From an optimization exercise on the open Yosys and OpenROAD flow, aimed at small area; shortcuts taken in it are not production practice.
Only simulation tests tie the RTL to the original design; equivalence was not proved.
Power and IR drop assume default switching activity.

==> design/flow/design.v <==
package pooling_pkg;
  typedef enum logic [2:0] {
    IDLE  = 3'b000,  
    ACC   = 3'b001,  
    FLUSH = 3'b101,  
    ROT   = 3'b010,  
    OUT   = 3'b100   
  } state_t;
endpackage
module pool_divider (
  input  logic       clk,
  input  logic [4:0] len,       
  input  logic [4:0] j,         
  input  logic       div_a,     
  input  logic       tap_a,     
  output logic       out_a,     
  output logic       inc_b      
);
  logic [3:0] rem_q, rem_in, rem_d;
  logic [4:0] t, p_q;
  logic [5:0] diff;
  logic       qa, q19_q;
  always_comb begin
    rem_in = (j == 5'd0) ? 4'd0 : rem_q;
    t      = {rem_in, tap_a};
    diff   = {1'b0, t} - {1'b0, len};
    qa     = !diff[5];
    rem_d  = qa ? diff[3:0] : t[3:0];
    out_a  = div_a ? qa : tap_a;
    inc_b  = !q19_q && (rem_q != 4'd0) && (j >= p_q);
  end
  always_ff @(posedge clk) begin
    if (div_a) begin
      rem_q <= rem_d;
      if (j == 5'd4) q19_q <= qa;
      if (!qa) p_q <= j;
    end
  end
endmodule
module pool_fa (
  input  logic a, b, c,
  output logic s, co
);
  assign s  = a ^ b ^ c;
  assign co = (a & b) | (c & (a ^ b));
endmodule
module pool_ha (
  input  logic a, b,
  output logic s, co
);
  assign s  = a ^ b;
  assign co = a & b;
endmodule
module pool_aoi222 (
  input  logic a1, b1, a2, b2, a3, b3,
  output logic y
);
  assign y = ~((a1 & b1) | (a2 & b2) | (a3 & b3));
endmodule
module pool_oai21 (
  input  logic a1, a2, b1,
  output logic y
);
  assign y = ~((a1 | a2) & b1);
endmodule
module pool_nand2 (
  input  logic a, b,
  output logic y
);
  assign y = ~(a & b);
endmodule
module pool_inv (
  input  logic a,
  output logic y
);
  assign y = ~a;
endmodule
module pool_and2 (
  input  logic a, b,
  output logic y
);
  assign y = a & b;
endmodule
module pool_nor2 (
  input  logic a, b,
  output logic y
);
  assign y = ~(a | b);
endmodule
module pool_xor2 (
  input  logic a, b,
  output logic y
);
  assign y = a ^ b;
endmodule
module pooling_unit #(
  parameter  int IL       = 4,
  parameter  int FL       = 16,
  parameter  int CHANNELS = 4,
  parameter  int MAX_LEN  = 16,
  localparam int LEN_W    = $clog2(MAX_LEN + 1),
  localparam int DW       = IL + FL
) (
  input  logic                   clk,
  input  logic                   rst,
  input  logic                   start,
  input  logic                   mode,
  input  logic [LEN_W-1:0]       len_cfg,
  input  logic [CHANNELS*DW-1:0] in_data,
  input  logic                   in_valid,
  output logic                   in_ready,
  output logic [CHANNELS*DW-1:0] out_data,
  output logic                   out_valid,
  input  logic                   out_ready,
  output logic                   busy
);
  localparam int AW = 24;
  localparam int CW = 11;          
  pooling_pkg::state_t state_q;
  logic          mode_q;           
  logic [4:0]    len_q;
  logic [4:0]    j_q;              
  logic [3:0]    k_q;              
  logic [AW-1:0] p_q [4];
  logic [3:0]    c1_q;             
  logic [4:0]    len_c, j_inc;
  logic          beat, first, last_beat, shift, clr, flush, lane_end;
  logic          s_sum_lo, s_sum_hi;
  logic [3:0]    s_u;
  logic          div_a, act_b, out_a, inc_b, tail;
  assign len_c = (len_cfg > 5'd16) ? 5'd16 : len_cfg;
  assign in_ready  = state_q[0] && !state_q[2];
  assign out_valid = state_q[2] && !state_q[0];
  assign busy      = |state_q;
  assign j_inc     = j_q + 5'd1;
  assign beat      = in_ready && in_valid;
  assign first     = (j_q == 5'd0);
  assign last_beat = beat && (j_inc == len_q);
  assign flush     = state_q[2] && state_q[0];
  assign shift     = state_q[1];
  assign clr       = !busy;
  assign lane_end  = (j_q == 5'd23);
  assign s_sum_lo  = beat && !mode_q;
  assign s_sum_hi  = s_sum_lo || flush;
  assign div_a = !mode_q && (k_q[0] == k_q[2]) && !k_q[3];
  assign act_b = k_q[3] || (k_q[0] && !k_q[2]) || (!k_q[0] && k_q[1] && k_q[2]);
  pool_divider u_div (
    .clk   (clk),
    .len   (len_q),
    .j     (j_q),
    .div_a (div_a),
    .tap_a (p_q[2][AW-1]),
    .out_a (out_a),
    .inc_b (inc_b)
  );
  assign tail = p_q[3][AW-1] ^ (act_b && ((mode_q || inc_b) ^ (j_q == 5'd4)));
  for (genvar g = 0; g < 4; g++) begin : g_lane
    localparam int IN_LANE = (g + 1) % 4;
    logic [DW-1:0]    x;           
    logic [DW-1:0]    u;           
    logic [DW:0]      cy;
    logic [AW-1:0]    sum;
    logic [AW-1:DW]   cu;
    logic [AW-1:0]    prev, d, y;
    logic             cl, ch, eq_h, take, ns_u, s_hold_lo, s_hold_hi, s_hold_up;
    assign x = in_data[IN_LANE*DW +: DW];
    assign u[CW-1:0] = x[CW-1:0];
    for (genvar b = CW; b < DW - 1; b++) begin : g_gate
      pool_and2 u_and (.a(x[b]), .b(!flush), .y(u[b]));
    end
    pool_nor2 u_nor19 (.a(x[DW-1]), .b(flush), .y(u[DW-1]));
    assign cy[0]  = 1'b0;
    assign cy[CW] = c1_q[g];
    for (genvar b = 0; b < DW; b++) begin : g_add
      if (b == 0) begin : g_ha0
        pool_ha u_ha (.a(p_q[g][b]), .b(u[b]), .s(sum[b]), .co(cy[b+1]));
      end else if (b == CW - 1) begin : g_fa_top
        pool_fa u_fa (.a(p_q[g][b]), .b(u[b]), .c(cy[b]), .s(sum[b]), .co(cl));
      end else begin : g_fa
        pool_fa u_fa (.a(p_q[g][b]), .b(u[b]), .c(cy[b]), .s(sum[b]), .co(cy[b+1]));
      end
    end
    assign ch = cy[DW];
    assign cu[DW] = ch;
    for (genvar b = DW; b < AW - 1; b++) begin : g_inc
      pool_ha u_ha (.a(p_q[g][b]), .b(cu[b]), .s(sum[b]), .co(cu[b+1]));
    end
    pool_xor2 u_x23 (.a(p_q[g][AW-1]), .b(cu[AW-1]), .y(sum[AW-1]));
    assign eq_h = &sum[DW-1:CW];
    assign take = first || ch || (eq_h && cl);
    assign s_u[g]    = beat && mode_q && take;
    assign ns_u      = !s_u[g];
    assign s_hold_lo = !clr && !shift && !s_sum_lo && !s_u[g];
    assign s_hold_hi = !clr && !shift && !s_sum_hi && !s_u[g];
    assign s_hold_up = !clr && !shift && !s_sum_hi;
    if (g == 0) begin : g_first
      assign prev = {p_q[g][AW-2:0], tail};
    end else if (g == 3) begin : g_head
      assign prev = {p_q[g][AW-2:0], out_a};
    end else begin : g_mid
      assign prev = {p_q[g][AW-2:0], p_q[g-1][AW-1]};
    end
    for (genvar b = 0; b < AW; b++) begin : g_mux
      if (b < CW) begin : g_lo
        pool_aoi222 u_aoi (.a1(s_hold_lo), .b1(p_q[g][b]), .a2(s_sum_lo), .b2(sum[b]),
                           .a3(shift), .b3(prev[b]), .y(y[b]));
      end else if (b < DW) begin : g_hi
        pool_aoi222 u_aoi (.a1(s_hold_hi), .b1(p_q[g][b]), .a2(s_sum_hi), .b2(sum[b]),
                           .a3(shift), .b3(prev[b]), .y(y[b]));
      end else begin : g_up
        pool_aoi222 u_aoi (.a1(s_hold_up), .b1(p_q[g][b]), .a2(s_sum_hi), .b2(sum[b]),
                           .a3(shift), .b3(prev[b]), .y(y[b]));
      end
      if (b < DW - 1) begin : g_o
        pool_oai21 u_oai (.a1(ns_u), .a2(x[b]), .b1(y[b]), .y(d[b]));
      end else if (b == DW - 1) begin : g_n
        logic t;
        pool_nand2 u_n0 (.a(s_u[g]), .b(x[b]), .y(t));
        pool_nand2 u_n1 (.a(y[b]), .b(t), .y(d[b]));
      end else begin : g_i
        pool_inv u_i (.a(y[b]), .y(d[b]));
      end
    end
    always_ff @(posedge clk) begin
      p_q[g] <= d;
      if (clr || flush) c1_q[g] <= 1'b0;
      else if (s_sum_lo) c1_q[g] <= cl;
    end
    assign out_data[g*DW +: DW] = p_q[g][DW-1:0];
  end
  always_ff @(posedge clk) begin
    if (rst) begin
      state_q <= pooling_pkg::IDLE;
    end else begin
      case (state_q)
        pooling_pkg::IDLE:  if (start) state_q <= (len_c == 5'd0) ? pooling_pkg::OUT : pooling_pkg::ACC;
        pooling_pkg::ACC:   if (last_beat) state_q <= pooling_pkg::FLUSH;
        pooling_pkg::FLUSH: state_q <= pooling_pkg::ROT;
        pooling_pkg::ROT:   if (lane_end && k_q[3]) state_q <= pooling_pkg::OUT;
        pooling_pkg::OUT:   if (out_ready) state_q <= pooling_pkg::IDLE;
        default:            state_q <= pooling_pkg::IDLE;
      endcase
    end
  end
  always_ff @(posedge clk) begin
    if (clr) begin
      mode_q <= mode;
      len_q  <= len_c;
      j_q    <= 5'd0;
    end else if (beat || shift) begin
      j_q <= (last_beat || lane_end) ? 5'd0 : j_inc;
    end
    if (flush) k_q <= 4'd0;
    else if (lane_end) k_q <= k_q + 4'd1;
  end
endmodule
==> design/flow/flow/run.sh <==
#!/bin/bash
# Layout flow: the standard ORFS flow (standard.sh, unchanged synthesis
# and steps), with settings of ORFS's own scripts:
#  * the port buffers that global placement inserts are the smallest buffer
#    cell, sky130_fd_sc_hd__buf_1, instead of the default pick (every input
#    and output port still gets its buffer);
#  * clock tree synthesis clusters the flip-flops under small clkbuf_4
#    sink buffers, with a clkbuf_8 root, and adds no dummy loads.
set -o pipefail
export BUFFER_PORTS_ARGS="-buffer_cell sky130_fd_sc_hd__buf_1"
export CTS_ARGS="-sink_clustering_enable -repair_clock_nets -root_buf sky130_fd_sc_hd__clkbuf_8 -buf_list {sky130_fd_sc_hd__clkbuf_4 sky130_fd_sc_hd__clkbuf_8} -sink_clustering_buffer sky130_fd_sc_hd__clkbuf_4 -sink_clustering_size 12 -dont_use_dummy_load"
bash standard.sh > standard.log 2>&1
==> design/flow/standard.sh <==
#!/bin/bash
# synth_recipe.tcl (not shown) runs the flow's synth.tcl, then flattens the netlist and writes it again
# the make line also repeats each setting of config.mk as NAME=value (left out here)
make -C /OpenROAD-flow-scripts/flow DESIGN_CONFIG=/design/flow/config.mk WORK_HOME=/design/flow/orfs CLKGATE_MAP_FILE= SYNTH_SCRIPT=/design/flow/synth_recipe.tcl "${@:-finish}"
==> design/flow/config.mk <==
export PLATFORM = sky130hd
export DESIGN_NAME = pooling_unit
export DESIGN_NICKNAME = pooling_unit
export VERILOG_FILES = /design/flow/design.v
export SDC_FILE = /design/flow/constraint.sdc
export NUM_CORES = 4
export LEC_CHECK = 0
export CAP_MARGIN = 20
export CORE_MARGIN = 2
export CORE_UTILIZATION = 30
export CTS_BUF_LIST = sky130_fd_sc_hd__clkbuf_8
export CTS_CLUSTER_SIZE = 40
export SLEW_MARGIN = 20
export SYNTH_HIERARCHICAL = 1
export SYNTH_MINIMUM_KEEP_SIZE = 0
==> design/flow/constraint.sdc <==
create_clock -name core_clock -period 6.0 [get_ports {clk}]
set_input_delay 1.2000 -clock core_clock [delete_from_list [all_inputs] [get_ports {clk}]]
set_output_delay 1.2000 -clock core_clock [all_outputs]
set_load 0.01 [all_outputs]
==> impl_table.tex, run 1 <==
\begin{tabular}{lr}
\hline
Metric & Value \\
\hline
\multicolumn{2}{l}{\textbf{STA}} \\
Final setup violation count & 0 \\
Worst-margin pin slew & between 0.9 and 1 ns \\
Highest clock frequency the design can meet & $\sim$170 MHz \\
Setup repair after global routing missed its margin & yes \\
Final cycle utilization of the critical path & 0.9705 \\
Setup WS post-layout & about 0.18 ns \\
Max-slew headroom at the worst pin & 0.3736 \\
Setup Skew & 0.03216 ns \\
Post-route minimum period & 5.823 ns \\
Final total negative setup slack & 0 ns \\
Number of slew-limit violations in the final report & 0 \\
Final Hold Slack & a little over 0.5 ns \\
Hold Fails Final Rpt & 0 \\
\multicolumn{2}{l}{\textbf{Setup path}} \\
Dominant delay contributor by cell family on the critical path & adder cells \\
Critical path data arrival time & 6.17 ns \\
Data required, critical path & about 6.4 ns \\
Type of origin of the critical path & primary input \\
Classification of the worst setup path & in2reg \\
Worst R2R Setup Slack & roughly 0.45 ns \\
Worst-path maximum fanout & 11 \\
Ordered list of cells on the worst path & buf\_1 > ha\_4 > fa\_2 > fa\_2 > fa\_2 > fa\_2 > fa\_2 > fa\_2 > fa\_2 > fa\_2 > fa\_2 > fa\_2 > nand4\_1 > nor3\_2 > o31ai\_4 > inv\_2 > nor3\_4 > a222oi\_1 > o21ai\_1 \\
Critical path buffers and inverters & 2 \\
Master of the slowest instance on the critical path & sky130\_fd\_sc\_hd\_\_nor3\_4 \\
Slowest Stage Delay on Critical Path & 0.39 ns \\
Type of destination of the critical path & register \\
Cell repeated most along the worst path & sky130\_fd\_sc\_hd\_\_fa\_2 \\
\multicolumn{2}{l}{\textbf{Synthesis}} \\
Most used standard cells in the synthesized netlist & 112 x sky130\_fd\_sc\_hd\_\_dfxtp\_1, 96 x sky130\_fd\_sc\_hd\_\_a222oi\_1, 80 x sky130\_fd\_sc\_hd\_\_buf\_4 \\
Main area contributors after synthesis & sky130\_fd\_sc\_hd\_\_dfxtp\_1 28\%, sky130\_fd\_sc\_hd\_\_fa\_1 19\%, sky130\_fd\_sc\_hd\_\_a222oi\_1 12\%, sky130\_fd\_sc\_hd\_\_buf\_4 7.4\%, sky130\_fd\_sc\_hd\_\_edfxtp\_1 5.9\% \\
Mapped cell area & 8098 sq um \\
Flip-flop and latch count after synthesis & 128 \\
Number of enable flip-flop cells after synthesis & 16 \\
Post-synthesis area per instance & around 11 sq um \\
Synth Instances & around 750 \\
Post-synthesis net count & roughly 950 \\
Post-synth ARST share & 0 \\
Sequential area share after synthesis & 0.3362 \\
Cell taking the most area after synthesis & sky130\_fd\_sc\_hd\_\_dfxtp\_1 \\
Yosys top cell area share & 0.2769 \\
Count of distinct cell types in the synthesized netlist & 55 \\
Most common cell in the synthesized netlist & sky130\_fd\_sc\_hd\_\_dfxtp\_1 \\
Total number of yosys warnings & 10 \\
Most common flop cell mapped by yosys & sky130\_fd\_sc\_hd\_\_dfxtp\_1 \\
\multicolumn{2}{l}{\textbf{Routing}} \\
Total vias in the final route & 6,506 \\
TritonRoute pass-1 iters & 6 \\
Amount of wire on met2 after detailed routing & a little over 10,000 um \\
Sum of routed wire length over all layers & 21,800 um \\
Uppermost routed layer & met4 \\
Via-to-Cell Ratio & about 5.3 \\
Remaining antenna violation count after routing & 0 \\
Remaining design rule violation count & 0 \\
Starting DRT DRC Count & a little over 800 \\
WL met3 & $\sim$1300 um \\
DRT met1 WL & $\sim$9900 um \\
Wirelength per Cell & $\sim$18 um \\
\multicolumn{2}{l}{\textbf{Die}} \\
Vertical die dimension & about 170 um \\
Row count & 60 \\
Area inside the core boundary & about 27,000 sq um \\
Io pins & between 150 and 200 \\
Area enclosed by the die boundary & 28,320 sq um \\
X dimension of the die & 168.3 um \\
Effective utilization at floorplan & 0.3030 \\
\multicolumn{2}{l}{\textbf{Outcome}} \\
Result of the run & timing/DRC/antenna clean \\
\multicolumn{2}{l}{\textbf{Placement}} \\
Worst slack, placed & -0.3132 ns \\
Detailed placer's ending HPWL & about 16,000 um \\
Cell Area, Placed & between 9000 and 10,000 sq um \\
Count of input and output buffers & roughly 170 \\
Weighted congestion reported at the end of routability-driven placement & roughly 0.78 \\
Post-placement cell count & roughly 1,200 \\
\multicolumn{2}{l}{\textbf{Cells and area}} \\
Fin area & roughly 9400 sq um \\
Final core area utilization & 0.3515 \\
Share of post-route cells with drive strength above 1 & 0.1689 \\
Layout Cells excl Fill & $\sim$1,200 \\
Diodes inserted & 0 \\
Number of nets in the finished design & approximately 1,100 \\
Relative area change from synthesis to final layout & 16.01\% \\
Count of fill cells added during filler insertion & around 2,700 \\
\multicolumn{2}{l}{\textbf{CTS}} \\
H-tree levels & 4 \\
Max Root-Sink Buffers & 2 \\
Hold-fix buffers at CTS & 0 \\
CTS Root Cell & sky130\_fd\_sc\_hd\_\_clkbuf\_8 \\
CTS tree & yes \\
Post-CTS clock slew at the launch and capture registers of the worst setup and hold paths & $\sim$0.080 ns \\
Clock buffer count from CTS & 17 \\
Clock sink total & about 130 \\
Clk Latency, worst-skew pair & roughly 0.44 ns \\
\multicolumn{2}{l}{\textbf{Power}} \\
Overall power & about 2.4 mW \\
Worst voltage drop across the vdd grid & 0.1123 mV \\
Leakage power summed over all cells & around 3.5 nW \\
Power density of the placed cells & between 200 and 300 nW/um\^{}2 \\
\multicolumn{2}{l}{\textbf{GRT}} \\
Pin count of the biggest net entering global routing & 70 \\
Overflow left after global routing & 0 \\
Via count of the first global-routing pass & 6,464 \\
Number of antenna violations at the first check in global routing & 0 \\
Global-route usage over all layers & 0.1544 \\
First-pass GRT wire length & $\sim$35,000 um \\
\multicolumn{2}{l}{\textbf{Hold path}} \\
HP Class & reg2reg \\
\multicolumn{2}{l}{\textbf{Flow run}} \\
MaxCap Viol Count & 0 \\
\hline
\end{tabular}
## repair_timing
item                                    4_1_cts  5_1_grt
endpoints found under the hold margin         0        0
buffers inserted                              0        3
gates resized for setup                       0       12
endpoints found under the setup margin        0       42
## worst reg2reg max path, delay by kind of cell, from the launching register on
family,cells,cell delay (ns)
buffers and inverters,2,0.27
AOI/OAI and AO/OA,3,0.56
and+or+nand+nor,5,0.84
DFF,1,0.33
adders and majority gates,9,3.45
## kinds of logic after synthesis
| family | Yosys count | synth area share |
|---|---|---|
| muxes | 9 | 0.01159 |
| DFF | 128 | 0.3362 |
| and+or+nand+nor | 145 | 0.09920 |
| AOI/OAI and AO/OA | 210 | 0.1968 |
| xor gates and xnor gates | 16 | 0.01823 |
| adders and majority gates | 108 | 0.2383 |
| buffers and inverters | 132 | 0.09966 |
## registers in the layout, indices dropped and copies added (netlist names)
register	cells
u_div.rem_q	4
p_q	96
j_q	5
u_div.q19_q	1
len_q	5
k_q	4
c1_q	4
mode_q	1
state_q	3
u_div.p_q	5
## report_power, final
| part | total, mW | internal [mW] | leakage, nW | switching, mW |
|---|---|---|---|---|
| sequential | 1.11 | 0.976 | 1.07 | 0.131 |
| combinational | 0.739 | 0.320 | 2.33 | 0.419 |
| clock | 0.554 | 0.250 | 0.122 | 0.305 |
## layout make-up
type,instances,area [sq um],share of cell area
inverters,43,161.4,0.01718
clock buffers,17,234.0,0.02491
well taps,341,426.7,0.04542
repair buffers,200,902.1,0.09603
multi-input cells,488,4943,0.5262
flip-flops and latches,128,2726,0.2902
## Yosys stat by module, one instance, submodules excluded, excerpt
module / times used / area [sq um] / cells inside
pooling_unit: 1 / 3978 / 355
pool_fa: 76 / 20.02 / 1
pool_ha: 16 / 12.51 / 1
pool_and2: 32 / 6.256 / 1
pool_oai21: 76 / 5.005 / 1
pool_nand2: 8 / 3.754 / 1
## layer usage
metal	vias up	global-route usage
met1	3218	0.2173
met2	235	0.2457
met3	17	0.02609
met4	0	0.04160
li1	3036	-
met5	-	0
## layout by cell type, fill, tap and decap left out, types with 3 or more instances in the layout
cell type	netlist	final
sky130_fd_sc_hd__a211oi_1	4	4
sky130_fd_sc_hd__a21oi_1	11	11
sky130_fd_sc_hd__a222oi_1	96	96
sky130_fd_sc_hd__and2_1	33	33
sky130_fd_sc_hd__buf_1	0	173
sky130_fd_sc_hd__buf_12	0	4
sky130_fd_sc_hd__buf_4	80	23
sky130_fd_sc_hd__clkbuf_8	0	17
sky130_fd_sc_hd__dfxtp_1	112	111
sky130_fd_sc_hd__edfxtp_1	16	16
sky130_fd_sc_hd__fa_1	77	15
sky130_fd_sc_hd__fa_2	0	62
sky130_fd_sc_hd__ha_1	31	27
sky130_fd_sc_hd__ha_4	0	4
sky130_fd_sc_hd__inv_1	43	39
sky130_fd_sc_hd__inv_2	0	4
sky130_fd_sc_hd__mux2_2	3	3
sky130_fd_sc_hd__mux2i_1	6	6
sky130_fd_sc_hd__nand2_1	25	24
sky130_fd_sc_hd__nand2b_1	4	3
sky130_fd_sc_hd__nand3_1	5	5
sky130_fd_sc_hd__nand4_1	9	9
sky130_fd_sc_hd__nor2_1	29	25
sky130_fd_sc_hd__nor2b_1	7	7
sky130_fd_sc_hd__nor3_4	0	8
sky130_fd_sc_hd__o21ai_0	7	7
sky130_fd_sc_hd__o21ai_1	77	77
sky130_fd_sc_hd__o31ai_4	0	4
sky130_fd_sc_hd__xnor2_1	6	6
sky130_fd_sc_hd__xor2_1	9	9
## path summary, 6_finish.rpt
kind | cells past startpoint | end | startpoint
setup / recovery | 19 | p_q[3][5] | in_data[0]
hold / removal | 2 | p_q[2][21] | p_q[2][20]
setup reg to reg | 19 | p_q[3][5] | state_q[2]
hold reg to reg | 2 | p_q[2][21] | p_q[2][20]
==> run 2, diff against run 1 <==
--- a/design/flow/config.mk
+++ b/design/flow/config.mk
@@ -7,7 +7,7 @@
 export LEC_CHECK = 0
 export CAP_MARGIN = 20
 export CORE_MARGIN = 2
-export CORE_UTILIZATION = 30
+export CORE_UTILIZATION = 25
 export CTS_BUF_LIST = sky130_fd_sc_hd__clkbuf_8
 export CTS_CLUSTER_SIZE = 40
 export SLEW_MARGIN = 20
==> run 2 against run 1 <==
Still clean on timing, DRC and antenna. Routed wire length grew 4.1%. Power grew 0.24%. Via count shrank 0.14%. Final cell count grew 5.1%. Non-clock buffer count grew 1. Sequential power is essentially flat. First-iteration DRC count shrank 20%. Clock-buffer cell count is the same. Die area grew 20%.
==> impl_table.tex, run 2 <==
\begin{tabular}{lr}
\hline
Metric & Value \\
\hline
\multicolumn{2}{l}{\textbf{Outcome}} \\
Result of the run & timing/DRC/antenna clean (unchanged) \\
\multicolumn{2}{l}{\textbf{Power}} \\
Leakage power summed over all cells & 3.528 nW (was 3.520 nW) \\
Power density of the placed cells & 254.5 nW/um\^{}2 (was 255.5 nW/um\^{}2) \\
Worst voltage drop across the vdd grid & 0.1203 mV (was 0.1123 mV) \\
\multicolumn{2}{l}{\textbf{Routing}} \\
DRT met1 WL & 10,070 um (was 9947 um) \\
Wirelength per Cell & 17.75 um (was 17.91 um) \\
Remaining antenna violation count after routing & 0 (unchanged) \\
WL met3 & 1494 um (was 1310 um) \\
Via-to-Cell Ratio & 5.080 (was 5.346) \\
Total vias in the final route & 6,497 (was 6,506) \\
Starting DRT DRC Count & 653 (was 814) \\
Sum of routed wire length over all layers & 22,710 um (was 21,800 um) \\
TritonRoute pass-1 iters & 9 (was 6) \\
Amount of wire on met2 after detailed routing & 10,850 um (was 10,300 um) \\
Remaining design rule violation count & 0 (unchanged) \\
Uppermost routed layer & met4 (unchanged) \\
\multicolumn{2}{l}{\textbf{CTS}} \\
Post-CTS clock slew at the launch and capture registers of the worst setup and hold paths & 0.08 ns (about the same) \\
Max Root-Sink Buffers & 2 (unchanged) \\
Clk Latency, worst-skew pair & 0.44 ns (about the same) \\
CTS Root Cell & sky130\_fd\_sc\_hd\_\_clkbuf\_8 (unchanged) \\
Clock sink total & 128 (unchanged) \\
H-tree levels & 4 (unchanged) \\
CTS tree & yes (unchanged) \\
Clock buffer count from CTS & 17 (unchanged) \\
\multicolumn{2}{l}{\textbf{GRT}} \\
Number of antenna violations at the first check in global routing & 0 (unchanged) \\
First-pass GRT wire length & 35,440 um (was 34,820 um) \\
Via count of the first global-routing pass & 6,404 (was 6,464) \\
Overflow left after global routing & 0 (unchanged) \\
Pin count of the biggest net entering global routing & 62 (was 70) \\
Global-route usage over all layers & 0.1353 (was 0.1544) \\
\multicolumn{2}{l}{\textbf{Synthesis}} \\
Most common cell in the synthesized netlist & sky130\_fd\_sc\_hd\_\_dfxtp\_1 (unchanged) \\
Share of synthesized cell area in full adder, half adder and majority cells & 0.2383 (unchanged) \\
Most common flop cell mapped by yosys & sky130\_fd\_sc\_hd\_\_dfxtp\_1 (unchanged) \\
Cell taking the most area after synthesis & sky130\_fd\_sc\_hd\_\_dfxtp\_1 (unchanged) \\
Synth Area in Compound Gates & 0.1968 (unchanged) \\
Flip-flop and latch count after synthesis & 128 (unchanged) \\
Dominant combinational cell family by area after synthesis & adder cells (unchanged) \\
Number of enable flip-flop cells after synthesis & 16 (unchanged) \\
Synth Instances & 748 (unchanged) \\
Post-synthesis share of cell area spent on and, or, nand and nor gates & 0.09920 (unchanged) \\
Post-synthesis area per instance & 10.83 sq um (unchanged) \\
Sequential area share after synthesis & 0.3362 (unchanged) \\
Post-synthesis net count & 947 (unchanged) \\
Proportion of synthesized area in mux cells & 0.01159 (unchanged) \\
Mapped cell area & 8098 sq um (unchanged) \\
Post-synth ARST share & 0 (unchanged) \\
Yosys top cell area share & 0.2769 (unchanged) \\
Most used standard cells in the synthesized netlist & 112 x sky130\_fd\_sc\_hd\_\_dfxtp\_1, 96 x sky130\_fd\_sc\_hd\_\_a222oi\_1, 80 x sky130\_fd\_sc\_hd\_\_buf\_4 (unchanged) \\
Total number of yosys warnings & 10 (unchanged) \\
Main area contributors after synthesis & sky130\_fd\_sc\_hd\_\_dfxtp\_1 28\%, sky130\_fd\_sc\_hd\_\_fa\_1 19\%, sky130\_fd\_sc\_hd\_\_a222oi\_1 12\%, sky130\_fd\_sc\_hd\_\_buf\_4 7.4\%, sky130\_fd\_sc\_hd\_\_edfxtp\_1 5.9\% (unchanged) \\
Count of distinct cell types in the synthesized netlist & 55 (unchanged) \\
Xor/xnor share of the synthesized area & 0.01823 (unchanged) \\
\multicolumn{2}{l}{\textbf{STA}} \\
Final Hold Slack & 0.5193 ns (about the same) \\
Setup repair after global routing missed its margin & yes (unchanged) \\
Setup Skew & 0.02712 ns (was 0.03216 ns) \\
Number of slew-limit violations in the final report & 0 (unchanged) \\
Worst-margin pin slew & 0.9430 ns (was 0.9375 ns) \\
Post-route minimum period & 5.851 ns (was 5.823 ns) \\
Final cycle utilization of the critical path & 0.9751 (was 0.9705) \\
Hold Fails Final Rpt & 0 (unchanged) \\
Max-slew headroom at the worst pin & 0.3700 (was 0.3736) \\
Highest clock frequency the design can meet & 170.9 MHz (was 171.7 MHz) \\
Final setup violation count & 0 (unchanged) \\
\multicolumn{2}{l}{\textbf{Hold path}} \\
HP Class & reg2reg (unchanged) \\
\multicolumn{2}{l}{\textbf{Setup path}} \\
Data required, critical path & 6.37 ns (was 6.35 ns) \\
Critical path data arrival time & 6.22 ns (was 6.17 ns) \\
Type of destination of the critical path & register (unchanged) \\
Worst-path maximum fanout & 9 (was 11) \\
Classification of the worst setup path & in2reg (unchanged) \\
Worst R2R Setup Slack & 0.42 ns (was 0.45 ns) \\
Type of origin of the critical path & primary input (unchanged) \\
\multicolumn{2}{l}{\textbf{Placement}} \\
Detailed placer's ending HPWL & 16,420 um (was 15,760 um) \\
Count of input and output buffers & 173 (unchanged) \\
Weighted congestion reported at the end of routability-driven placement & 0.8011 (was 0.7754) \\
\multicolumn{2}{l}{\textbf{Die}} \\
Io pins & 174 (unchanged) \\
Area inside the core boundary & 31,720 sq um (was 26,730 sq um) \\
Vertical die dimension & 184.0 um (was 168.3 um) \\
X dimension of the die & 184.0 um (was 168.3 um) \\
Area enclosed by the die boundary & 33,850 sq um (was 28,320 sq um) \\
Effective utilization at floorplan & 0.2553 (was 0.3030) \\
Row count & 65 (was 60) \\
\multicolumn{2}{l}{\textbf{Cells and area}} \\
Share of post-route cells with drive strength above 1 & 0.1642 (was 0.1689) \\
Count of fill cells added during filler insertion & 3,300 (was 2,737) \\
Number of nets in the finished design & 1,078 (was 1,077) \\
Total area of sequential cells & 2726 sq um (unchanged) \\
Final core area utilization & 0.2981 (was 0.3515) \\
Footprint of the multi-input gates & 4921 sq um (was 4943 sq um) \\
Largest Register & p\_q (unchanged) \\
Most frequent standard cell in the layout excluding fill and tap cells & sky130\_fd\_sc\_hd\_\_buf\_1 (unchanged) \\
Diodes inserted & 0 (unchanged) \\
Max reg flops & 96 (unchanged) \\
Relative area change from synthesis to final layout & 16.76\% (was 16.01\%) \\
Most used cells in the layout excluding fill and tap cells & 173 x sky130\_fd\_sc\_hd\_\_buf\_1, 111 x sky130\_fd\_sc\_hd\_\_dfxtp\_1, 96 x sky130\_fd\_sc\_hd\_\_a222oi\_1 (unchanged) \\
\multicolumn{2}{l}{\textbf{Flow run}} \\
MaxCap Viol Count & 0 (unchanged) \\
\hline
\end{tabular}
==> run 2: cell type report <==
class / count / area share
multi-input cells: 488 / 0.5204
repair buffers: 201 / 0.09620
inverters: 43 / 0.01707
clock buffers: 17 / 0.02475
well taps: 402 / 0.05320
flip-flops and latches: 128 / 0.2883
==> run 2: worst paths after layout <==
path	depth (start not counted)	startpoint	end
setup / recovery	19	in_data[40]	p_q[1][18]
hold / removal	2	p_q[2][21]	p_q[2][22]
setup reg to reg	20	state_q[2]	p_q[1][5]
hold reg to reg	2	p_q[2][21]	p_q[2][22]
==> run 2: through the flow <==
| stage | std cells | TNS [ns] | cell area (sq um) | worst slack, ns | power (mW) |
|---|---|---|---|---|---|
| 2_1_floorplan | 748 | -16.23 | 8418 | -0.2142 | 1.658 |
| 3_3_place_gp | 1257 | -18.78 | 9123 | -0.3755 | 1.835 |
| 3_5_place_dp | 1257 | -22.06 | 9123 | -0.4266 | 1.851 |
| 4_1_cts | 1274 | 0 | 9356 | 0.04992 | 2.433 |
| 5_1_grt | 1279 | -0.05738 | 9455 | -0.02289 | 2.586 |
| 6_report | 1279 | 0 | 9455 | 0.1495 | 2.406 |
==> run 2: report_power, final <==
group	total, mW	internal (mW)	switching [mW]
clock	0.565	0.250	0.315
combinational	0.732	0.315	0.417
sequential	1.11	0.976	0.133
==> run 2: layer usage <==
| metal | track usage | vias to the layer above |
|---|---|---|
| met3 | 0.02773 | 15 |
| li1 | - | 3040 |
| met1 | 0.1786 | 3207 |
| met2 | 0.2238 | 235 |
| met4 | 0.03840 | 0 |
| met5 | 0 | - |
==> run 2: per-module statistics from Yosys (local to each module, per instance) <==
module	times used	cells inside	flops+latches
pool_and2	32	1	0
pool_aoi222	96	1	0
pool_divider	1	65	10
pool_fa	76	1	0
pool_ha	16	1	0
pool_inv	16	1	0
pool_nand2	8	1	0
pool_nor2	4	1	0
pool_oai21	76	1	0
pool_xor2	4	1	0
pooling_unit	1	355	118
==> run 2: cells by family (layout without fill, tap and decap cells) <==
kind of cell             after synthesis  after routing
AND/OR/NAND/NOR                      145            145
multiplexers                           9              9
XOR/XNOR                              16             16
buffers and inverters                132            261
AO/OA/AOI/OAI                        210            210
adder cells (fa/ha/maj)              108            108
flip-flops                           128            128
==> run 2: worst max-delay path, cell delays in order <==
cell and delay (ns):
sky130_fd_sc_hd__buf_1 0.13, sky130_fd_sc_hd__ha_4 0.18, sky130_fd_sc_hd__fa_2 0.34, sky130_fd_sc_hd__fa_2 0.36, sky130_fd_sc_hd__fa_2 0.35, sky130_fd_sc_hd__fa_2 0.35
sky130_fd_sc_hd__fa_2 0.36, sky130_fd_sc_hd__fa_2 0.35, sky130_fd_sc_hd__fa_2 0.35, sky130_fd_sc_hd__fa_2 0.35, sky130_fd_sc_hd__fa_2 0.34, sky130_fd_sc_hd__fa_2 0.35
sky130_fd_sc_hd__nand4_1 0.13, sky130_fd_sc_hd__nor3_4 0.06, sky130_fd_sc_hd__o31ai_4 0.26, sky130_fd_sc_hd__inv_2 0.09, sky130_fd_sc_hd__nor2_2 0.38, sky130_fd_sc_hd__a222oi_1 0.19
sky130_fd_sc_hd__o21ai_1 0.11
==> run 2: what timing repair did <==
| item | CTS | global route |
|---|---|---|
| endpoints found under the setup margin | 0 | 24 |
| gates resized for setup | 0 | 5 |
| buffers inserted | 0 | 5 |
| hold endpoints to repair | 0 | 0 |
| hold buffers | 0 | 0 |
==> run 3, diff against run 2 <==
--- a/design/flow/config.mk
+++ b/design/flow/config.mk
@@ -7,7 +7,7 @@
 export LEC_CHECK = 0
 export CAP_MARGIN = 20
 export CORE_MARGIN = 2
-export CORE_UTILIZATION = 25
+export CORE_UTILIZATION = 40
 export CTS_BUF_LIST = sky130_fd_sc_hd__clkbuf_8
 export CTS_CLUSTER_SIZE = 40
 export SLEW_MARGIN = 20
==> run 3 against run 2 <==
Power down 1.3%. Critical path depth unchanged. Final cell count down 11%. Clock power down 3%. Largest power group unchanged. Clock skew down 0.0048 ns. Die area down 37%. Largest cell class unchanged. Routed wire length down 12%. Sequential power about the same.
==> impl_table.tex, run 3 <==
\begin{tabular}{lr}
\hline
Metric & Value \\
\hline
\multicolumn{2}{l}{\textbf{Routing}} \\
Uppermost routed layer & met4 (unchanged) \\
Total vias in the final route & 6,419 (was 6,497) \\
TritonRoute pass-1 iters & 7 (was 9) \\
DRT met1 WL & 9297 um (was 10,070 um) \\
Sum of routed wire length over all layers & 20,040 um (was 22,710 um) \\
Via-to-Cell Ratio & 5.621 (was 5.080) \\
Remaining design rule violation count & 0 (unchanged) \\
Starting DRT DRC Count & 785 (was 653) \\
Remaining antenna violation count after routing & 0 (unchanged) \\
Amount of wire on met2 after detailed routing & 9271 um (was 10,850 um) \\
Wirelength per Cell & 17.55 um (was 17.75 um) \\
WL met3 & 1170 um (was 1494 um) \\
\multicolumn{2}{l}{\textbf{Synthesis}} \\
Post-synth ARST share & 0 (unchanged) \\
Sequential area share after synthesis & 0.3362 (unchanged) \\
Count of distinct cell types in the synthesized netlist & 55 (unchanged) \\
Most used standard cells in the synthesized netlist & 112 x sky130\_fd\_sc\_hd\_\_dfxtp\_1, 96 x sky130\_fd\_sc\_hd\_\_a222oi\_1, 80 x sky130\_fd\_sc\_hd\_\_buf\_4 (unchanged) \\
Yosys top cell area share & 0.2769 (unchanged) \\
Post-synthesis area per instance & 10.83 sq um (unchanged) \\
Flip-flop and latch count after synthesis & 128 (unchanged) \\
Most common cell in the synthesized netlist & sky130\_fd\_sc\_hd\_\_dfxtp\_1 (unchanged) \\
Synth Instances & 748 (unchanged) \\
Cell taking the most area after synthesis & sky130\_fd\_sc\_hd\_\_dfxtp\_1 (unchanged) \\
Number of enable flip-flop cells after synthesis & 16 (unchanged) \\
Most common flop cell mapped by yosys & sky130\_fd\_sc\_hd\_\_dfxtp\_1 (unchanged) \\
Total number of yosys warnings & 10 (unchanged) \\
Mapped cell area & 8098 sq um (unchanged) \\
Main area contributors after synthesis & sky130\_fd\_sc\_hd\_\_dfxtp\_1 28\%, sky130\_fd\_sc\_hd\_\_fa\_1 19\%, sky130\_fd\_sc\_hd\_\_a222oi\_1 12\%, sky130\_fd\_sc\_hd\_\_buf\_4 7.4\%, sky130\_fd\_sc\_hd\_\_edfxtp\_1 5.9\% (unchanged) \\
Post-synthesis net count & 947 (unchanged) \\
\multicolumn{2}{l}{\textbf{Setup path}} \\
Type of origin of the critical path & primary input (unchanged) \\
Worst-path maximum fanout & 11 (was 9) \\
Data required, critical path & 6.31 ns (was 6.37 ns) \\
Classification of the worst setup path & in2reg (unchanged) \\
Critical path data arrival time & 6.11 ns (was 6.22 ns) \\
Type of destination of the critical path & register (unchanged) \\
\multicolumn{2}{l}{\textbf{Power}} \\
Overall power & 2.374 mW (was 2.406 mW) \\
Worst voltage drop across the vdd grid & 0.1332 mV (was 0.1203 mV) \\
Power density of the placed cells & 256.3 nW/um\^{}2 (was 254.5 nW/um\^{}2) \\
Leakage power summed over all cells & 3.492 nW (was 3.528 nW) \\
\multicolumn{2}{l}{\textbf{Placement}} \\
Worst slack, placed & -0.3616 ns (was -0.4266 ns) \\
Weighted congestion reported at the end of routability-driven placement & 0.8172 (was 0.8011) \\
Detailed placer's ending HPWL & 14,300 um (was 16,420 um) \\
Count of input and output buffers & 173 (unchanged) \\
Cell Area, Placed & 8940 sq um (was 9123 sq um) \\
\multicolumn{2}{l}{\textbf{Cells and area}} \\
Max reg flops & 96 (unchanged) \\
Number of nets in the finished design & 1,073 (was 1,078) \\
Final core area utilization & 0.4622 (was 0.2981) \\
Count of fill cells added during filler insertion & 1,957 (was 3,300) \\
Diodes inserted & 0 (unchanged) \\
Most frequent standard cell in the layout excluding fill and tap cells & sky130\_fd\_sc\_hd\_\_buf\_1 (unchanged) \\
Total area of sequential cells & 2726 sq um (unchanged) \\
Fin area & 9261 sq um (was 9455 sq um) \\
Largest Register & p\_q (unchanged) \\
Most used cells in the layout excluding fill and tap cells & 173 x sky130\_fd\_sc\_hd\_\_buf\_1, 111 x sky130\_fd\_sc\_hd\_\_dfxtp\_1, 96 x sky130\_fd\_sc\_hd\_\_a222oi\_1 (unchanged) \\
Relative area change from synthesis to final layout & 14.37\% (was 16.76\%) \\
Footprint of the multi-input gates & 4930 sq um (was 4921 sq um) \\
Share of post-route cells with drive strength above 1 & 0.1617 (was 0.1642) \\
\multicolumn{2}{l}{\textbf{GRT}} \\
Number of antenna violations at the first check in global routing & 0 (unchanged) \\
Via count of the first global-routing pass & 6,206 (was 6,404) \\
Pin count of the biggest net entering global routing & 73 (was 62) \\
First-pass GRT wire length & 32,600 um (was 35,440 um) \\
Global-route usage over all layers & 0.1898 (was 0.1353) \\
Overflow left after global routing & 0 (unchanged) \\
\multicolumn{2}{l}{\textbf{Die}} \\
Io pins & 174 (unchanged) \\
Area enclosed by the die boundary & 21,400 sq um (was 33,850 sq um) \\
Row count & 52 (was 65) \\
X dimension of the die & 146.3 um (was 184.0 um) \\
Area inside the core boundary & 20,040 sq um (was 31,720 sq um) \\
Vertical die dimension & 146.3 um (was 184.0 um) \\
Effective utilization at floorplan & 0.4041 (was 0.2553) \\
\multicolumn{2}{l}{\textbf{CTS}} \\
CTS Root Cell & sky130\_fd\_sc\_hd\_\_clkbuf\_8 (unchanged) \\
Clock sink total & 128 (unchanged) \\
CTS tree & yes (unchanged) \\
Post-CTS clock slew at the launch and capture registers of the worst setup and hold paths & 0.06 ns (was 0.08 ns) \\
Clk Latency, worst-skew pair & 0.45 ns (was 0.44 ns) \\
H-tree levels & 4 (unchanged) \\
Clock buffer count from CTS & 17 (unchanged) \\
Max Root-Sink Buffers & 2 (unchanged) \\
\multicolumn{2}{l}{\textbf{STA}} \\
Highest clock frequency the design can meet & 172.3 MHz (was 170.9 MHz) \\
Hold Fails Final Rpt & 0 (unchanged) \\
Final setup violation count & 0 (unchanged) \\
Setup WS post-layout & 0.1969 ns (was 0.1495 ns) \\
Max-slew headroom at the worst pin & 0.2854 (was 0.3700) \\
Final total negative setup slack & 0 ns (unchanged) \\
Number of slew-limit violations in the final report & 0 (unchanged) \\
Setup Skew & 0.02231 ns (was 0.02712 ns) \\
Worst-margin pin slew & 1.068 ns (was 0.9430 ns) \\
Post-route minimum period & 5.803 ns (was 5.851 ns) \\
Final cycle utilization of the critical path & 0.9672 (was 0.9751) \\
\multicolumn{2}{l}{\textbf{Flow run}} \\
MaxCap Viol Count & 0 (unchanged) \\
\multicolumn{2}{l}{\textbf{Hold path}} \\
HP Class & reg2reg (unchanged) \\
\multicolumn{2}{l}{\textbf{Outcome}} \\
Result of the run & timing/DRC/antenna clean (unchanged) \\
\hline
\end{tabular}
[run 3: area by class of cell]
| class | count | area share |
|---|---|---|
| clock buffer | 17 | 0.02526 |
| inverter | 43 | 0.01743 |
| multi-input combinational | 488 | 0.5323 |
| sequential | 128 | 0.2944 |
| tap | 270 | 0.03648 |
| timing repair buffer | 196 | 0.09416 |
[run 3: final timing paths]
kind / start / endpoint / slack (ns) / depth (start not counted)
hold reg to reg: p_q[3][20] / p_q[3][21] / 0.51 / 2
hold / removal: p_q[3][20] / p_q[3][21] / 0.51 / 2
setup reg to reg: state_q[0] / p_q[2][1] / 0.45 / 20
setup / recovery: in_data[71] / p_q[2][1] / 0.20 / 19
[run 3: repair_timing]
item / CTS / global route
hold buffers: 0 / 0
buffers inserted: 0 / 3
endpoints found under the setup margin: 0 / 24
gates resized for setup: 0 / 7
[run 3: per-stage QoR]
step,instances,hold slack [ns]
2_1_floorplan,748,0.4767
3_3_place_gp,1122,0.4957
3_5_place_dp,1122,0.4998
4_1_cts,1139,0.5094
5_1_grt,1142,0.5328
6_report,1142,0.5094
[run 3: cells by family (layout without fill, tap and decap cells)]
| logic type | count (synthesis) | after routing | synth area share |
|---|---|---|---|
| AO/OA/AOI/OAI | 210 | 210 | 0.1968 |
| XOR/XNOR | 16 | 16 | 0.01823 |
| adder cells (fa/ha/maj) | 108 | 108 | 0.2383 |
| buffers and inverters | 132 | 256 | 0.09966 |
| flip-flops | 128 | 128 | 0.3362 |
| multiplexers | 9 | 9 | 0.01159 |
| AND/OR/NAND/NOR | 145 | 145 | 0.09920 |
[run 3: worst max-delay path: stages]
cell	delay [ns]
sky130_fd_sc_hd__buf_1	0.08
sky130_fd_sc_hd__and2_1	0.17
sky130_fd_sc_hd__fa_1	0.41
sky130_fd_sc_hd__fa_1	0.39
sky130_fd_sc_hd__fa_1	0.39
sky130_fd_sc_hd__fa_1	0.40
sky130_fd_sc_hd__fa_2	0.35
sky130_fd_sc_hd__fa_2	0.35
sky130_fd_sc_hd__fa_2	0.35
sky130_fd_sc_hd__fa_2	0.36
sky130_fd_sc_hd__fa_1	0.51
sky130_fd_sc_hd__nand2_1	0.07
sky130_fd_sc_hd__nor3_2	0.19
sky130_fd_sc_hd__o31ai_4	0.11
sky130_fd_sc_hd__inv_2	0.13
sky130_fd_sc_hd__nor3_4	0.06
sky130_fd_sc_hd__buf_12	0.18
sky130_fd_sc_hd__a222oi_1	0.31
sky130_fd_sc_hd__o21ai_1	0.11
[run 3: layer usage]
metal	global-route usage	up-vias
met4	0.05388	0
li1	-	3031
met1	0.2640	3156
met5	0	-
met2	0.3005	214
met3	0.04063	18
[run 3: where the power goes]
group          internal (mW)  switching [mW]
registers              0.977           0.130
logic                  0.314           0.405
clock network          0.249           0.299
[run 3: modules after synthesis, one instance, submodules excluded]
module	cells	flops+latches	area, sq um
pooling_unit	355	118	3978
pool_divider	65	10	716.9
pool_fa	1	0	20.02
pool_ha	1	0	12.51
pool_aoi222	1	0	10.01
pool_xor2	1	0	8.758
pool_and2	1	0	6.256
pool_oai21	1	0	5.005
pool_inv	1	0	3.754
pool_nand2	1	0	3.754
pool_nor2	1	0	3.754
==> run 4, diff against run 3 <==
--- a/design/flow/flow/run.sh
+++ b/design/flow/flow/run.sh
@@ -9,4 +9,5 @@
 set -o pipefail
 export BUFFER_PORTS_ARGS="-buffer_cell sky130_fd_sc_hd__buf_1"
 export CTS_ARGS="-sink_clustering_enable -repair_clock_nets -root_buf sky130_fd_sc_hd__clkbuf_8 -buf_list {sky130_fd_sc_hd__clkbuf_4 sky130_fd_sc_hd__clkbuf_8} -sink_clustering_buffer sky130_fd_sc_hd__clkbuf_4 -sink_clustering_size 12 -dont_use_dummy_load"
+SETUP_SLACK_MARGIN=-0.25 bash standard.sh floorplan > standard_floorplan.log 2>&1 || exit 1
 bash standard.sh > standard.log 2>&1
==> run 4 against run 3 <==
Still clean on timing, DRC and antenna. Routed wire length is 1.1% higher. Clock-buffer cell count stayed put. Worst setup slack worse by 0.027 ns. Final area is 0.16% higher. Worst hold slack better by 0.0067 ns. Critical path depth stayed put. First-iteration DRC count is 6.0% lower. Clock skew is 0.0017 ns lower.
==> impl_table.tex, run 4 <==
\begin{tabular}{lr}
\hline
Metric & Value \\
\hline
\multicolumn{2}{l}{\textbf{Placement}} \\
Count of input and output buffers & 173 (unchanged) \\
Post-placement cell count & 1,130 (was 1,122) \\
Weighted congestion reported at the end of routability-driven placement & 0.7865 (was 0.8172) \\
Detailed placer's ending HPWL & 14,760 um (was 14,300 um) \\
\multicolumn{2}{l}{\textbf{Routing}} \\
TritonRoute pass-1 iters & 6 (was 7) \\
Starting DRT DRC Count & 738 (was 785) \\
Total vias in the final route & 6,500 (was 6,419) \\
Wirelength per Cell & 17.63 um (was 17.55 um) \\
Remaining design rule violation count & 0 (unchanged) \\
Remaining antenna violation count after routing & 0 (unchanged) \\
Sum of routed wire length over all layers & 20,270 um (was 20,040 um) \\
Via-to-Cell Ratio & 5.652 (was 5.621) \\
\multicolumn{2}{l}{\textbf{Synthesis}} \\
Synth Instances & 748 (unchanged) \\
Main area contributors after synthesis & sky130\_fd\_sc\_hd\_\_dfxtp\_1 28\%, sky130\_fd\_sc\_hd\_\_fa\_1 19\%, sky130\_fd\_sc\_hd\_\_a222oi\_1 12\%, sky130\_fd\_sc\_hd\_\_buf\_4 7.4\%, sky130\_fd\_sc\_hd\_\_edfxtp\_1 5.9\% (unchanged) \\
Cell taking the most area after synthesis & sky130\_fd\_sc\_hd\_\_dfxtp\_1 (unchanged) \\
Post-synthesis net count & 947 (unchanged) \\
Mapped cell area & 8098 sq um (unchanged) \\
Yosys top cell area share & 0.2769 (unchanged) \\
Sequential area share after synthesis & 0.3362 (unchanged) \\
Most common cell in the synthesized netlist & sky130\_fd\_sc\_hd\_\_dfxtp\_1 (unchanged) \\
Most common flop cell mapped by yosys & sky130\_fd\_sc\_hd\_\_dfxtp\_1 (unchanged) \\
Count of distinct cell types in the synthesized netlist & 55 (unchanged) \\
Post-synthesis area per instance & 10.83 sq um (unchanged) \\
Number of enable flip-flop cells after synthesis & 16 (unchanged) \\
Total number of yosys warnings & 10 (unchanged) \\
Flip-flop and latch count after synthesis & 128 (unchanged) \\
Post-synth ARST share & 0 (unchanged) \\
Most used standard cells in the synthesized netlist & 112 x sky130\_fd\_sc\_hd\_\_dfxtp\_1, 96 x sky130\_fd\_sc\_hd\_\_a222oi\_1, 80 x sky130\_fd\_sc\_hd\_\_buf\_4 (unchanged) \\
\multicolumn{2}{l}{\textbf{Die}} \\
Area inside the core boundary & 20,040 sq um (unchanged) \\
Vertical die dimension & 146.3 um (unchanged) \\
Io pins & 174 (unchanged) \\
Row count & 52 (unchanged) \\
X dimension of the die & 146.3 um (unchanged) \\
Effective utilization at floorplan & 0.4041 (unchanged) \\
Area enclosed by the die boundary & 21,400 sq um (unchanged) \\
\multicolumn{2}{l}{\textbf{Setup path}} \\
Worst R2R Setup Slack & 0.44 ns (was 0.45 ns) \\
Type of destination of the critical path & register (unchanged) \\
Dominant delay contributor by cell family on the critical path & adder cells (unchanged) \\
Type of origin of the critical path & primary input (unchanged) \\
Worst-path maximum fanout & 11 (unchanged) \\
Data required, critical path & 6.38 ns (was 6.31 ns) \\
Critical path data arrival time & 6.21 ns (was 6.11 ns) \\
Cell repeated most along the worst path & sky130\_fd\_sc\_hd\_\_fa\_2 (was sky130\_fd\_sc\_hd\_\_fa\_1) \\
Critical path buffers and inverters & 2 (was 3) \\
Master of the slowest instance on the critical path & sky130\_fd\_sc\_hd\_\_nor3\_4 (was sky130\_fd\_sc\_hd\_\_fa\_1) \\
Classification of the worst setup path & in2reg (unchanged) \\
Ordered list of cells on the worst path & buf\_1 > ha\_2 > fa\_2 > fa\_2 > fa\_2 > fa\_2 > fa\_2 > fa\_2 > fa\_2 > fa\_2 > fa\_2 > fa\_2 > nand4\_1 > nor3\_4 > o31ai\_4 > inv\_2 > nor3\_4 > a222oi\_1 > o21ai\_1 (was buf\_1 > and2\_1 > fa\_1 > fa\_1 > fa\_1 > fa\_1 > fa\_2 > fa\_2 > fa\_2 > fa\_2 > fa\_1 > nand2\_1 > nor3\_2 > o31ai\_4 > inv\_2 > nor3\_4 > buf\_12 > a222oi\_1 > o21ai\_1) \\
Slowest Stage Delay on Critical Path & 0.38 ns (was 0.51 ns) \\
\multicolumn{2}{l}{\textbf{STA}} \\
Highest clock frequency the design can meet & 171.5 MHz (was 172.3 MHz) \\
Hold Fails Final Rpt & 0 (unchanged) \\
Final total negative setup slack & 0 ns (unchanged) \\
Worst-margin pin slew & 0.7287 ns (was 1.068 ns) \\
Post-route minimum period & 5.830 ns (was 5.803 ns) \\
Setup Skew & 0.02058 ns (was 0.02231 ns) \\
Max-slew headroom at the worst pin & 0.5142 (was 0.2854) \\
Final cycle utilization of the critical path & 0.9717 (was 0.9672) \\
Final Hold Slack & 0.5161 ns (was 0.5094 ns) \\
Number of slew-limit violations in the final report & 0 (unchanged) \\
Final setup violation count & 0 (unchanged) \\
\multicolumn{2}{l}{\textbf{Cells and area}} \\
Final core area utilization & 0.4629 (was 0.4622) \\
Relative area change from synthesis to final layout & 14.56\% (was 14.37\%) \\
Layout Cells excl Fill & 1,150 (was 1,142) \\
Share of post-route cells with drive strength above 1 & 0.1682 (was 0.1617) \\
Most used cells in the layout excluding fill and tap cells & 173 x sky130\_fd\_sc\_hd\_\_buf\_1, 111 x sky130\_fd\_sc\_hd\_\_dfxtp\_1, 96 x sky130\_fd\_sc\_hd\_\_a222oi\_1 (unchanged) \\
Number of nets in the finished design & 1,081 (was 1,073) \\
Max reg flops & 96 (unchanged) \\
Diodes inserted & 0 (unchanged) \\
Largest Register & p\_q (unchanged) \\
Most frequent standard cell in the layout excluding fill and tap cells & sky130\_fd\_sc\_hd\_\_buf\_1 (unchanged) \\
\multicolumn{2}{l}{\textbf{CTS}} \\
H-tree levels & 4 (unchanged) \\
Clock sink total & 128 (unchanged) \\
Hold-fix buffers at CTS & 0 (unchanged) \\
Clock buffer count from CTS & 17 (unchanged) \\
CTS tree & yes (unchanged) \\
Post-CTS clock slew at the launch and capture registers of the worst setup and hold paths & 0.08 ns (was 0.06 ns) \\
Clk Latency, worst-skew pair & 0.44 ns (was 0.45 ns) \\
CTS Root Cell & sky130\_fd\_sc\_hd\_\_clkbuf\_8 (unchanged) \\
Max Root-Sink Buffers & 2 (unchanged) \\
\multicolumn{2}{l}{\textbf{GRT}} \\
Overflow left after global routing & 0 (unchanged) \\
Number of antenna violations at the first check in global routing & 0 (unchanged) \\
First-pass GRT wire length & 32,800 um (was 32,600 um) \\
Global-route usage over all layers & 0.1912 (was 0.1898) \\
Via count of the first global-routing pass & 6,262 (was 6,206) \\
Pin count of the biggest net entering global routing & 61 (was 73) \\
\multicolumn{2}{l}{\textbf{Power}} \\
Worst voltage drop across the vdd grid & 0.1156 mV (was 0.1332 mV) \\
Overall power & 2.387 mW (was 2.374 mW) \\
Power density of the placed cells & 257.4 nW/um\^{}2 (was 256.3 nW/um\^{}2) \\
Leakage power summed over all cells & 3.553 nW (was 3.492 nW) \\
\multicolumn{2}{l}{\textbf{Outcome}} \\
Result of the run & timing/DRC/antenna clean (unchanged) \\
\multicolumn{2}{l}{\textbf{Hold path}} \\
HP Class & reg2reg (unchanged) \\
\multicolumn{2}{l}{\textbf{Flow run}} \\
MaxCap Viol Count & 0 (unchanged) \\
\hline
\end{tabular}
-- run 4: changes by cell type in the layout (fill, tap and decap cells not counted), moves of 2 or more --
cell / delta
sky130_fd_sc_hd__buf_4: +9
sky130_fd_sc_hd__ha_4: -4
sky130_fd_sc_hd__fa_2: -3
sky130_fd_sc_hd__fa_1: +3
sky130_fd_sc_hd__ha_2: +4
sky130_fd_sc_hd__nor3_2: -2
sky130_fd_sc_hd__nor2_2: +2
sky130_fd_sc_hd__nor3_4: +2
-- run 4: cell type report --
class | instances | area [sq um]
Timing Repair Buffer | 204 | 919.6
Clock buffer | 17 | 234.0
Sequential cell | 128 | 2726
Inverter | 43 | 161.4
Tap cell | 270 | 337.8
Multi-Input combinational cell | 488 | 4897
Fill cell | 1960 | 10760
-- run 4: report_power, final --
part	switching [mW]	total [mW]	internal [mW]	leakage (nW)
combinational	0.412	0.731	0.319	2.36
sequential	0.129	1.11	0.976	1.07
clock	0.302	0.551	0.249	0.122
total	0.842	2.39	1.54	3.55
-- run 4: path summary, 6_finish.rpt --
kind / start / endpoint / cells past startpoint
min reg2reg: p_q[0][21] / p_q[0][22] / 2
max reg2reg: state_q[0] / p_q[1][7] / 19
max: in_data[40] / p_q[1][7] / 19
min: p_q[0][21] / p_q[0][22] / 2
-- run 4: worst register-to-register path, cell delays in order (launching register included) --
cell	delay, ns
sky130_fd_sc_hd__dfxtp_1	0.34
sky130_fd_sc_hd__nand2_1	0.08
sky130_fd_sc_hd__buf_4	0.20
sky130_fd_sc_hd__and2_1	0.17
sky130_fd_sc_hd__fa_1	0.40
sky130_fd_sc_hd__fa_1	0.39
sky130_fd_sc_hd__fa_1	0.39
sky130_fd_sc_hd__fa_1	0.39
sky130_fd_sc_hd__fa_1	0.41
sky130_fd_sc_hd__fa_2	0.36
sky130_fd_sc_hd__fa_2	0.34
sky130_fd_sc_hd__fa_2	0.35
sky130_fd_sc_hd__fa_1	0.46
sky130_fd_sc_hd__nand2_1	0.13
sky130_fd_sc_hd__nor3_4	0.06
sky130_fd_sc_hd__o31ai_4	0.26
sky130_fd_sc_hd__inv_2	0.09
sky130_fd_sc_hd__nor3_4	0.38
sky130_fd_sc_hd__a222oi_1	0.20
sky130_fd_sc_hd__o21ai_1	0.12
-- run 4: Yosys stat by module (local to each module, per instance) --
module | flops+latches | times used | cells inside | cell area (sq um)
pool_nor2 | 0 | 4 | 1 | 3.754
pool_fa | 0 | 76 | 1 | 20.02
pool_xor2 | 0 | 4 | 1 | 8.758
pool_and2 | 0 | 32 | 1 | 6.256
pool_nand2 | 0 | 8 | 1 | 3.754
pool_inv | 0 | 16 | 1 | 3.754
pool_oai21 | 0 | 76 | 1 | 5.005
pool_aoi222 | 0 | 96 | 1 | 10.01
pooling_unit | 118 | 1 | 355 | 3978
pool_divider | 10 | 1 | 65 | 716.9
pool_ha | 0 | 16 | 1 | 12.51
-- run 4: cells by family (layout without fill, tap and decap cells) --
logic type | after synthesis | in the layout | synth area share
compound gates | 210 | 210 | 0.1968
xor+xnor | 16 | 16 | 0.01823
fa+ha+maj | 108 | 108 | 0.2383
buf+inv | 132 | 264 | 0.09966
flops | 128 | 128 | 0.3362
mux | 9 | 9 | 0.01159
simple gates | 145 | 145 | 0.09920
-- run 4: per-stage QoR --
stage | area, sq um | setup slack [ns]
5_1_grt | 9276 | -0.01307
3_5_place_dp | 8935 | -0.3326
4_1_cts | 9169 | 0.1371
6_report | 9276 | 0.1695
2_1_floorplan | 8368 | -0.2358
3_3_place_gp | 8932 | -0.3036
-- run 4: timing repair --
item,CTS,global route
endpoints found under the setup margin,0,38
buffers inserted,0,3
gates resized for setup,0,9
-- run 4: per-layer routing --
| metal | vias up | wire length (um) | GRT usage | part of all wire |
|---|---|---|---|---|
| met1 | 3179 | 8848 | 0.2601 | 0.44 |
| met4 | 0 | 318 | 0.05922 | 0.016 |
| met3 | 23 | 1511 | 0.04719 | 0.075 |
| met2 | 252 | 9594 | 0.3024 | 0.47 |
| met5 | - | 0 | 0 | 0 |
| li1 | 3046 | - | - | - |

==> static timing again, ports no longer ideal <==
How much do the figures lean on ideal ports? The routed layouts below were timed once more, with nothing changed but the port constraints. Step 1: set_driving_cell puts a clkbuf_16 on clk and a buf_2 on each other input, an assumption about the parent block. Step 2 times the ports against the registers' clock, not the clock port: input delays grow and output delays shrink by t, the midpoint of the rising clock arrivals with the driver on. Three values: ideal, step 1, step 2; two values: the first two.
run | shift t [ns] | slack for setup (ns) | worst setup path at the end | clock arrival spread, ns | worst slew at a driven data input, ns
run 1 | 0.467 | 0.177 / 0.184 / -0.283 | input to register | 0.032 / 0.033 | 0.07
run 2 | 0.471 | 0.149 / 0.160 / -0.310 | input to register | 0.027 / 0.027 | 0.08
run 3 | 0.472 | 0.197 / 0.206 / -0.266 | input to register | 0.028 / 0.028 | 0.06
run 4 | 0.470 | 0.170 / 0.176 / -0.294 | input to register | 0.027 / 0.026 | 0.06
With both steps, setup timing fails in every run listed, where it was met with ideal ports. The setup slack of run 4, which loses most, moves by +0.006 ns with the drivers and by -0.464 ns with both steps.
